Background: an optimization exercise with open tools, aiming at small area, a short achievable clock period and few clock cycles per item. Do not read the settings as production practice.
Only simulation tests tie the RTL to the original design; equivalence was not proved.

==> flow/design.v (outline; a module is shown in full before it is edited, if it fits) <==
// module q_update_engine: 337 lines
// module qe_btree: 230 lines
// module qe_btreek: 233 lines
// module qe_btree13: 191 lines
module q_update_engine #(
  parameter int DATA_WIDTH  = 16,
  parameter int FRAC_BITS   = 8,
  parameter int NUM_STATES  = 16,
  parameter int NUM_ACTIONS = 4,
  localparam int SW = $clog2(NUM_STATES),
  localparam int AW = $clog2(NUM_ACTIONS)
) (
  input  logic                  clk,
  input  logic                  rst_n,
  input  logic                  clear,
  input  logic                  in_valid,
  output logic                  in_ready,
  input  logic [SW-1:0]         in_state,
  input  logic [AW-1:0]         in_action,
  input  logic [SW-1:0]         in_next_state,
  input  logic [DATA_WIDTH-1:0] in_reward,
  input  logic                  in_terminal,
  input  logic [DATA_WIDTH-1:0] alpha,
  input  logic [DATA_WIDTH-1:0] gamma,
  output logic                  out_valid,
  input  logic                  out_ready,
  output logic [DATA_WIDTH-1:0] out_q_new,
  output logic [AW-1:0]         out_best_action,
  output logic                  busy
);
  // ...
==> flow/flow/run.sh <==
#!/bin/bash
# The standard layout (standard.sh, unchanged synthesis and steps), with
# timing repair aimed at a setup slack of 8.3 ns at the design's 14 ns clock:
# repair_timing then works on every path longer than 5.7 ns instead of only on
# violating ones. All of make's output goes to standard.log; ORFS keeps each
# step's own log under orfs/logs/.
set -euo pipefail
bash standard.sh SETUP_SLACK_MARGIN=8.3 finish > standard.log 2>&1
==> flow/standard.sh <==
#!/bin/bash
# synth_recipe.tcl (not shown) runs the flow's synth.tcl, then flattens the netlist and writes it again
# the make line also repeats each setting of config.mk as NAME=value (left out here)
make -C /OpenROAD-flow-scripts/flow DESIGN_CONFIG=/design/flow/config.mk WORK_HOME=/design/flow/orfs CLKGATE_MAP_FILE= SYNTH_SCRIPT=/design/flow/synth_recipe.tcl "${@:-finish}"
==> flow/config.mk <==
export PLATFORM = sky130hd
export DESIGN_NAME = q_update_engine
export DESIGN_NICKNAME = q_update_engine
export VERILOG_FILES = /design/flow/design.v
export SDC_FILE = /design/flow/constraint.sdc
export NUM_CORES = 8
export LEC_CHECK = 0
export CAP_MARGIN = 30
export CORE_MARGIN = 2
export CORE_UTILIZATION = 45
export CTS_CLUSTER_DIAMETER = 100
export CTS_CLUSTER_SIZE = 20
export PLACE_DENSITY = 0.55
export SLEW_MARGIN = 25
==> flow/constraint.sdc <==
create_clock -name core_clock -period 14.0 [get_ports {clk}]
set_input_delay 2.8000 -clock core_clock [delete_from_list [all_inputs] [get_ports {clk}]]
set_output_delay 2.8000 -clock core_clock [all_outputs]
set_load 0.01 [all_outputs]
==> impl_metrics.ini, run 1 <==
[clock_network]
cts_resized = 147
clk_pin_slew_ns = 0.09
cts.sinks = 1420
postCtsSetupBuffers = 39

[logic_synthesis]
synth_top_area_share = 0.521
syn_inst = 6039
syn_nets = 6485
yosys.area.top_type = edfxtp_1

[setup_path]
crit_path_end_kind = register
cp_common_cell = nand2_1

[grt]
grt_use_met1 = 0.526

[finish]
comb.multi_input.count = 3898
post-route-util = 0.510
regArea_um2 = 41500
multi_input_area_share = 0.382

[sta]
skew_ns = 0.0646

[routing]
route.met3.wl_mm = 56.4
met1_length_mm = 131

[placement]
place_area_um2 = 79500

[hold_path]
hp-class = reg2reg
min_to = c_q[15]

[floorplan]
die_area_um2 = 168000
die_w_um = 410
start_util = 0.451

[run_status]
outcome = complete, no violations
Testbench counts, summed over its fixed seeds: cycles 2,683, items 2,400.
==> run 2: changes to the inputs <==
==> flow/flow/run.sh (replaced) <==
#!/bin/bash
# The standard layout (standard.sh: unchanged synthesis, steps, power grid
# and tap cells) with two changes to how the layout is made:
#  - timing repair aims at a setup slack of 8.3 ns at the design's 14 ns
#    clock, so repair_timing works on every path longer than 5.7 ns instead of
#    only on violating ones (the clock and I/O constraints are unchanged);
#  - every port still gets a buffer, but buf_2 instead of the delay cell
#    buffer_ports picks by default.
# All of make's output goes to standard.log; ORFS keeps each step's own log
# under orfs/logs/.
set -euo pipefail
bash standard.sh SETUP_SLACK_MARGIN=8.3 "BUFFER_PORTS_ARGS=-buffer_cell sky130_fd_sc_hd__buf_2" finish > standard.log 2>&1
==> run 2 against run 1 <==
Still clean on timing, DRC and antenna. Hold slack better by 0.0010 ns. Global-route usage shrank 2.7 points. First-iteration DRC count rose by 2.0%. Final cell count shrank 0.17%. Die area unchanged. Flip-flop and latch count is the same. Via count fell by 1.0%. Sequential share of layout area rose by 0.53 points. Highest routed layer unchanged.
==> impl_metrics.ini, run 2 <==
[routing]
dr.max_layer_used = met5
drc = 0
met1_length_mm = 123
drt-initial-drc-count = 12116
vias = 62771
wl_met2_mm = 153
detail_route.wl_per_cell_um = 44.3
first_pass_iters = 10
routed_wirelength_mm = 370
ant_nets = 0
viasPerCell = 7.51
route.met3.wl_mm = 57.3

[logic_synthesis]
synth.area.top_cells = edfxtp_1 (52%), a22oi_1 (8.1%), fa_1 (4.3%)
synthFlopType = edfxtp_1
synth_edf_count = 1288
syn_nets = 6485
syn_inst = 6039
synth.avg_cell_area_um2 = 12.3
yosys.area.top_type = edfxtp_1
yosysWarnings = 5
synthArstFlopShare = 0.0176
synth_top_area_share = 0.521
synthesis.area_um2 = 74200
synth_seq_cells = 1420
ys_types = 93
ys_seq_area_frac = 0.559
synth.top_cells.by_count = edfxtp_1 (1288), a22oi_1 (796), clkbuf_1 (371)
post-synth-top-count-cell = edfxtp_1

[clock_network]
clockBufferDepth = 3
clk_pin_slew_ns = 0.08
cts.sinks = 1420
cts_tree = built
worstSkewPairLatency_ns = 0.80
cts_max_level = 3
cts_buffers = 84
hold_buffers = 0
root_buffer = clkbuf_16

[finish]
fill_cells = 14422
largest_reg_flops = 1024
final_common_cell = edfxtp_1
area_growth_pct = 11.8
final_cells = 8361
layout_common_cells = edfxtp_1 (1288), a22oi_1 (792), inv_1 (288)
layout-drive-gt1-share = 0.145
largest-register = tq
final_area_um2 = 82900
reg_top3 = tq (1024), b1_row (64)
fin_nets = 6560

[sta]
slew-limit-headroom = 0.172
drv_slew = 0
fin_crit_ns = 5.87
skew_ns = 0.0682
rsz0062_at_grt = yes
setup_viol = 0
hold_violations = 0
final.setup.tns_ns = 0
tightest_slew_ns = 1.24
whs_ns = 0.345
fin_crit_sh = 0.419
clock.fmax_ghz = 0.170

[floorplan]
io_pins = 85
rows = 149
die_w_um = 410
coreArea_um2 = 164000
start_util = 0.451
die_y_um = 410
die_area_um2 = 168000

[setup_path]
crit_path_end_kind = output pin
worstPathArrival_ns = 3.07
crit_type = in2out
required_ns = 11.20
worstPathMaxFanout = 2
start_kind = primary input

[placement]
io_buffers = 84
gp_congestion = 1.01
hpwl_mm = 230
place_area_um2 = 78900
place_inst = 8132

[run_status]
outcome = complete, no violations

[run]
drv_cap = 0

[grt]
antenna_found_initial = 24
grt_max_degree = 96
grt_pass1_vias = 58446
grt_pass1_wl_mm = 495
grt_overflow = 0
track_usage = 0.430

[hold_path]
hp-class = reg2reg
==> run 2: logic make-up (layout without fill, tap and decap cells) <==
kind of cell | Yosys count | in the layout | synth area share
buf+inv | 721 | 832 | 0.0368
fa+ha+maj | 382 | 382 | 0.0804
compound gates | 1989 | 1989 | 0.194
flops | 1420 | 1420 | 0.559
xor+xnor | 344 | 344 | 0.0406
simple gates | 1092 | 1092 | 0.0750
mux | 91 | 91 | 0.0147
other cells | 0 | 22 | 0
==> run 2: final timing paths <==
path | start | endpoint | slack, ns | cells after the start
max reg2reg | b2_ph[1] | b2_e[16] | 8.43 | 24
min | b2_cq[13] | c_q[13] | 0.34 | 0
max in group asynchronous | rst_n | c_v | 11.47 | 1
max | clear | in_ready | 8.13 | 3
min reg2reg | b2_cq[13] | c_q[13] | 0.34 | 0
min in group asynchronous | rst_n | rv[13] | 2.04 | 1
==> run 2: worst max-delay path: stages <==
cell	delay (ns)
buf_8	0.10
nor2_4	0.07
buf_6	0.10
==> run 2: metrics by stage <==
stage / util / setup slack (ns)
2_1_floorplan: - / 8.32
3_3_place_gp: 0.479 / 7.40
3_5_place_dp: 0.480 / 7.29
4_1_cts: 0.499 / 8.09
5_1_grt: 0.504 / 8.12
6_report: 0.504 / 8.13
==> run 2: routing by layer <==
layer	track usage	vias to the layer above
met3	0.194	1892
met1	0.502	31053
met5	0.0195	-
met2	0.617	5989
met4	0.325	36
li1	-	23801
==> run 2: cell type report <==
type                    instances  area [um^2]  share of cell area
clock buffers                 108         2230              0.0269
well taps                    2189         2740              0.0330
inverters                     292         1100              0.0132
diodes                         22         55.1            0.000664
flip-flops and latches       1420        41500               0.500
clock inverters                14          195             0.00235
repair buffers                418         3450              0.0416
multi-input cells            3898        31700               0.382
==> run 2: what timing repair did <==
item                       in CTS  in global routing
gates resized for setup        88                 88
pin swaps                       6                 14
gates cloned                    0                  0
buffers inserted               38                 35
hold endpoints to repair        0                  0
setup endpoints to repair     874                893
==> run 3: changes to the inputs <==
--- a/flow/config.mk
+++ b/flow/config.mk
@@ -12,3 +12,3 @@
 export CTS_CLUSTER_SIZE = 20
-export PLACE_DENSITY = 0.55
+export PLACE_DENSITY = 0.65
 export SLEW_MARGIN = 25
==> run 3 against run 2 <==
Critical endpoint unchanged. Flip-flop and latch count stayed put. Highest routed layer unchanged. Via count grew 3.4%. Critical path depth unchanged. Fmax is essentially flat. Sequential share of layout area grew 0.15 points. Count of clock-buffer cells in the layout stayed put. Hold slack better by 0.0028 ns. Final area is 0.29% lower. Still clean on timing, DRC and antenna. Critical path type unchanged. Global-route usage fell by 0.63 points.
==> impl_metrics.ini, run 3 <==
[sta]
slew-limit-headroom = 0.189
rsz0062_at_grt = yes
drv_slew = 0
whs_ns = 0.348
tightest_slew_ns = 1.22
skew_ns = 0.0642
clock.fmax_ghz = 0.170
setup_ws_ns = 8.13
fin_crit_ns = 5.87
final.setup.tns_ns = 0
hold_violations = 0
setup_viol = 0
fin_crit_sh = 0.419

[grt]
grt_max_degree = 96
grt_overflow = 0
grt_pass1_wl_mm = 490
antenna_found_initial = 31
track_usage = 0.424
grt_pass1_vias = 59482

[clock_network]
clockBufferDepth = 3
cts_tree = built
worstSkewPairLatency_ns = 0.80
clk_pin_slew_ns = 0.09
cts_max_level = 3
root_buffer = clkbuf_16
cts.sinks = 1420
cts_buffers = 83

[logic_synthesis]
synth_mux_area_frac = 0.0147
synth.avg_cell_area_um2 = 12.3
synthSimpleGateAreaFrac = 0.0750
synth_seq_cells = 1420
synth_xor_area_frac = 0.0406
ys_seq_area_frac = 0.559
synth.area.top_cells = edfxtp_1 (52%), a22oi_1 (8.1%), fa_1 (4.3%)
synth_edf_count = 1288
synthesis.area_um2 = 74200
synthFlopType = edfxtp_1
syn_inst = 6039
yosysWarnings = 5
syn_nets = 6485
synth_compound_area_frac = 0.194
synthArstFlopShare = 0.0176
synth_top_area_share = 0.521
ys_types = 93
post-synth-top-count-cell = edfxtp_1
synth.top_cells.by_count = edfxtp_1 (1288), a22oi_1 (796), clkbuf_1 (371)
yosys.area.top_type = edfxtp_1
synth_top_family_by_area = compound AO/OA/AOI/OAI gates
synthAdderAreaFrac = 0.0804

[floorplan]
die_y_um = 410
coreArea_um2 = 164000
rows = 149
die_w_um = 410
die_area_um2 = 168000
io_pins = 85
start_util = 0.451

[finish]
final_area_um2 = 82700
multiInputGateArea_um2 = 31700
fill_cells = 14304
fin_nets = 6536
layout_common_cells = edfxtp_1 (1288), a22oi_1 (794), inv_1 (289)
largest-register = tq
final_common_cell = edfxtp_1
largest_reg_flops = 1024
area_growth_pct = 11.5
regArea_um2 = 41500
layout-drive-gt1-share = 0.142
reg_top3 = tq (1024), b1_row (64)

[routing]
detail_route.wl_per_cell_um = 44.1
drt-initial-drc-count = 14381
viasPerCell = 7.76
routed_wirelength_mm = 368
first_pass_iters = 17
ant_nets = 0
drc = 0
vias = 64891

[setup_path]
start_kind = primary input
crit_path_end_kind = output pin
reg2reg_slack_ns = 8.42
worstPathArrival_ns = 3.07
required_ns = 11.20
crit_type = in2out
worstPathMaxFanout = 2

[placement]
dp_slack_ns = 7.33
io_buffers = 84
place_area_um2 = 78900
hpwl_mm = 224
gp_congestion = 1.03

[run_status]
outcome = complete, no violations

[hold_path]
hp-class = reg2reg

[run]
drv_cap = 0
## run 3: changes by cell type in the layout (fill, tap and decap cells not counted), moves of 3 or more
cell,change
clkbuf_1,+3
dfxtp_1,-9
nor2_4,+3
nor2_2,-4
diode_2,+22
dfxtp_2,+11
buf_8,-5
o21ai_1,+3
clkinv_8,-3
buf_4,-19
## run 3: path summary, 6_finish.rpt
check / from / end / depth (start not counted)
setup / recovery: clear / in_ready / 3
hold / removal: b2_cq[7] / c_q[7] / 0
setup reg to reg: b2_ph[0] / b2_e[16] / 24
hold reg to reg: b2_cq[7] / c_q[7] / 0
max in group asynchronous: rst_n / c_v / 1
min in group asynchronous: rst_n / rv[3] / 1
## run 3: kinds of logic (layout without fill, tap and decap cells)
kind of cell,Yosys count,count (layout)
AOI/OAI and AO/OA,1989,1989
xor gates and xnor gates,344,344
adders and majority gates,382,382
buffers and inverters,721,807
DFF,1420,1420
muxes,91,91
other,0,44
and+or+nand+nor,1092,1092
## run 3: metrics by stage
stage / instances / utilization
floorplan: 6039 / -
global placement: 8116 / 0.478
detailed placement: 8128 / 0.480
CTS: 8271 / 0.497
global route: 8315 / 0.502
finish: 8358 / 0.503
## run 3: layout make-up
| class | instances | share of cell area |
|---|---|---|
| flip-flops and latches | 1420 | 0.502 |
| multi-input cells | 3898 | 0.383 |
| repair buffers | 395 | 0.0394 |
| well taps | 2189 | 0.0331 |
| clock buffers | 108 | 0.0264 |
| inverters | 292 | 0.0133 |
| clock inverters | 12 | 0.00182 |
| diodes | 44 | 0.00133 |
## run 3: layer usage
layer,share of wire,track usage,routed length (um),vias to the layer above
li1,-,-,-,23784
met1,0.32,0.478,117000,31493
met2,0.40,0.600,149000,7049
met3,0.17,0.230,62300,2538
met4,0.11,0.314,39500,27
met5,0.0016,0.0264,578,-
## run 3: worst max-delay path, stage by stage
cell and delay [ns]:
buf_8 0.10, nor2_4 0.07, buf_6 0.10
## run 3: what timing repair did
item | in CTS | in global routing
resized for setup | 92 | 85
setup buffers | 23 | 30
hold buffers | 0 | 0
setup endpoints to repair | 825 | 771
pin swaps | 5 | 9
==> run 4: changes to the inputs <==
==> flow/flow/run.sh (replaced) <==
#!/bin/bash
# The standard layout (standard.sh: unchanged synthesis, steps, power grid
# and tap cells) with two changes to how the layout is made:
#  - timing repair aims at a setup slack of 8.45 ns at the design's 14 ns
#    clock, so repair_timing works on every path longer than 5.55 ns instead of
#    only on violating ones (the clock and I/O constraints are unchanged);
#  - every port still gets a buffer, but buf_2 instead of the delay cell
#    buffer_ports picks by default.
# All of make's output goes to standard.log; ORFS keeps each step's own log
# under orfs/logs/.
set -euo pipefail
bash standard.sh SETUP_SLACK_MARGIN=8.45 "BUFFER_PORTS_ARGS=-buffer_cell sky130_fd_sc_hd__buf_2" finish > standard.log 2>&1
==> run 4 against run 3 <==
Register-to-register slack better by 0.06 ns. Fmax hardly changed. Hold slack hardly changed. Critical path depth stayed put.
==> impl_metrics.ini, run 4 <==
[setup_path]
critPathSlowestCell = buf_8
max_stage_delay_ns = 0.10
path_cells = buf_8 > nor2_4 > buf_6
crit_type = in2out
crit_path_end_kind = output pin
worstPathMaxFanout = 2
reg2reg_slack_ns = 8.48
worstPathArrival_ns = 3.07
required_ns = 11.20
start_kind = primary input

[hold_path]
hp-class = reg2reg

[routing]
wl_met2_mm = 148
drc = 0
detail_route.wl_per_cell_um = 44.0
ant_nets = 0
first_pass_iters = 22
dr.max_layer_used = met5
route.met3.wl_mm = 62.4
routed_wirelength_mm = 369
met1_length_mm = 118
viasPerCell = 7.69
drt-initial-drc-count = 14255
vias = 64428

[sta]
rsz0062_at_grt = yes
fin_crit_sh = 0.419
slew-limit-headroom = 0.152
tightest_slew_ns = 1.27
drv_slew = 0
skew_ns = 0.0685
clock.fmax_ghz = 0.170
setup_viol = 0
hold_violations = 0
final.setup.tns_ns = 0
fin_crit_ns = 5.87

[finish]
reg_top3 = tq (1024), b1_row (64)
layout_common_cells = edfxtp_1 (1288), a22oi_1 (779), inv_1 (288)
largest-register = tq
area_growth_pct = 12.2
fill_cells = 14243
fin_nets = 6560
layout-drive-gt1-share = 0.154
largest_reg_flops = 1024
final_area_um2 = 83300
final_common_cell = edfxtp_1

[floorplan]
rows = 149
die_area_um2 = 168000
coreArea_um2 = 164000
die_y_um = 410
start_util = 0.451
die_w_um = 410
io_pins = 85

[clock_network]
cts_max_level = 3
cts_buffers = 83
root_buffer = clkbuf_16
worstSkewPairLatency_ns = 0.80
cts.sinks = 1420
clockBufferDepth = 3
clk_pin_slew_ns = 0.09
cts_tree = built

[logic_synthesis]
synthesis.area_um2 = 74200
post-synth-top-count-cell = edfxtp_1
synthArstFlopShare = 0.0176
synth.top_cells.by_count = edfxtp_1 (1288), a22oi_1 (796), clkbuf_1 (371)
syn_inst = 6039
synth.area.top_cells = edfxtp_1 (52%), a22oi_1 (8.1%), fa_1 (4.3%)
synthFlopType = edfxtp_1
synth_seq_cells = 1420
synth_top_area_share = 0.521
ys_types = 93
syn_nets = 6485
yosysWarnings = 5
synth.avg_cell_area_um2 = 12.3
synth_edf_count = 1288
yosys.area.top_type = edfxtp_1
ys_seq_area_frac = 0.559

[grt]
grt_pass1_vias = 59686
grt_overflow = 0
grt_max_degree = 96
track_usage = 0.426
antenna_found_initial = 26
grt_pass1_wl_mm = 492

[run_status]
outcome = complete, no violations

[run]
drv_cap = 0

[placement]
gp_congestion = 1.03
hpwl_mm = 224
place_area_um2 = 78900
io_buffers = 84
run 4: cell counts after synthesis:
Identical to the previous run, type by type.
run 4: final cells by class:
class | instances | area, um^2 | share of cell area
antenna | 44 | 110 | 0.00132
timing repair buffer | 419 | 3480 | 0.0418
clock buffer | 108 | 2180 | 0.0262
multi-input combinational | 3898 | 32000 | 0.384
inverter | 292 | 1100 | 0.0132
clock inverter | 12 | 150 | 0.00180
tap | 2189 | 2740 | 0.0329
sequential | 1420 | 41500 | 0.499
run 4: worst max-delay path: cells and delay by family:
family                 cells  cell delay (ns)
buffers and inverters      2             0.20
and+or+nand+nor            1             0.07
run 4: timing repair:
action / CTS / global route
pin swaps: 10 / 21
gates cloned: 0 / 1
endpoints found under the setup margin: 892 / 881
hold buffers: 0 / 0
buffers inserted: 53 / 29
gates resized for setup: 134 / 134
run 4: worst paths after layout:
path,to,cells past startpoint,from
worst max register to register,b2_e[16],25,b2_ph[1]
worst min-delay path,c_q[7],0,b2_cq[7]
min in group asynchronous,rv[3],1,rst_n
max in group asynchronous,c_v,1,rst_n
worst max-delay path,in_ready,3,clear
worst min register to register,c_q[7],0,b2_cq[7]
run 4: logic make-up after synthesis:
logic type / count (synthesis) / synth area share
AO/OA/AOI/OAI: 1989 / 0.194
flip-flops: 1420 / 0.559
AND/OR/NAND/NOR: 1092 / 0.0750
buffers and inverters: 721 / 0.0368
adder cells (fa/ha/maj): 382 / 0.0804
XOR/XNOR: 344 / 0.0406
multiplexers: 91 / 0.0147
run 4: layer usage:
metal  vias up  GRT usage
li1      23835          -
met4        35      0.316
met2      6907      0.598
met3      2451      0.235
met1     31200      0.480
met5         -     0.0511
run 4: stage by stage:
step	setup WS [ns]	instances	util	hold slack (ns)
4_1_cts	8.11	8301	0.500	0.348
5_1_grt	8.12	8345	0.506	0.356
3_5_place_dp	7.33	8128	0.480	0.330
3_3_place_gp	6.80	8116	0.478	0.328
6_report	8.13	8382	0.506	0.347
2_1_floorplan	8.32	6039	-	0.323

[separate check: timing with driven ports]
The results above use ideal ports. As a check the final layouts listed here were re-extracted and re-timed, cells and wires unchanged. Step 1 sets driving cells, clkbuf_16 on the clock port and buf_2 on the other inputs (assumed; they add their load-dependent delay and slew). Step 2 also shifts input and output timing later by t, the mid clock arrival at the registers, as if the neighbouring blocks saw the same clock. a / b / c = ideal ports / drivers / drivers and shift; a / b = the first two.
run	t (ns)	slack for setup (ns)	clock arrival spread, ns	worst register clock-pin slew, ns	worst slew at a driven data input, ns
run 1	0.831	8.131 / 8.094 / 7.365	0.065 / 0.065	0.10 / 0.10	0.05
run 2	0.845	8.133 / 8.096 / 7.550	0.068 / 0.068	0.10 / 0.10	0.05
run 3	0.849	8.135 / 8.097 / 7.449	0.064 / 0.064	0.10 / 0.10	0.17
run 4	0.849	8.135 / 8.097 / 7.374	0.069 / 0.069	0.10 / 0.10	0.17
After both steps setup and hold are still met in every run listed. For run 1, which loses most, drivers alone change the setup slack by -0.037 ns; drivers and shift together by -0.766 ns.
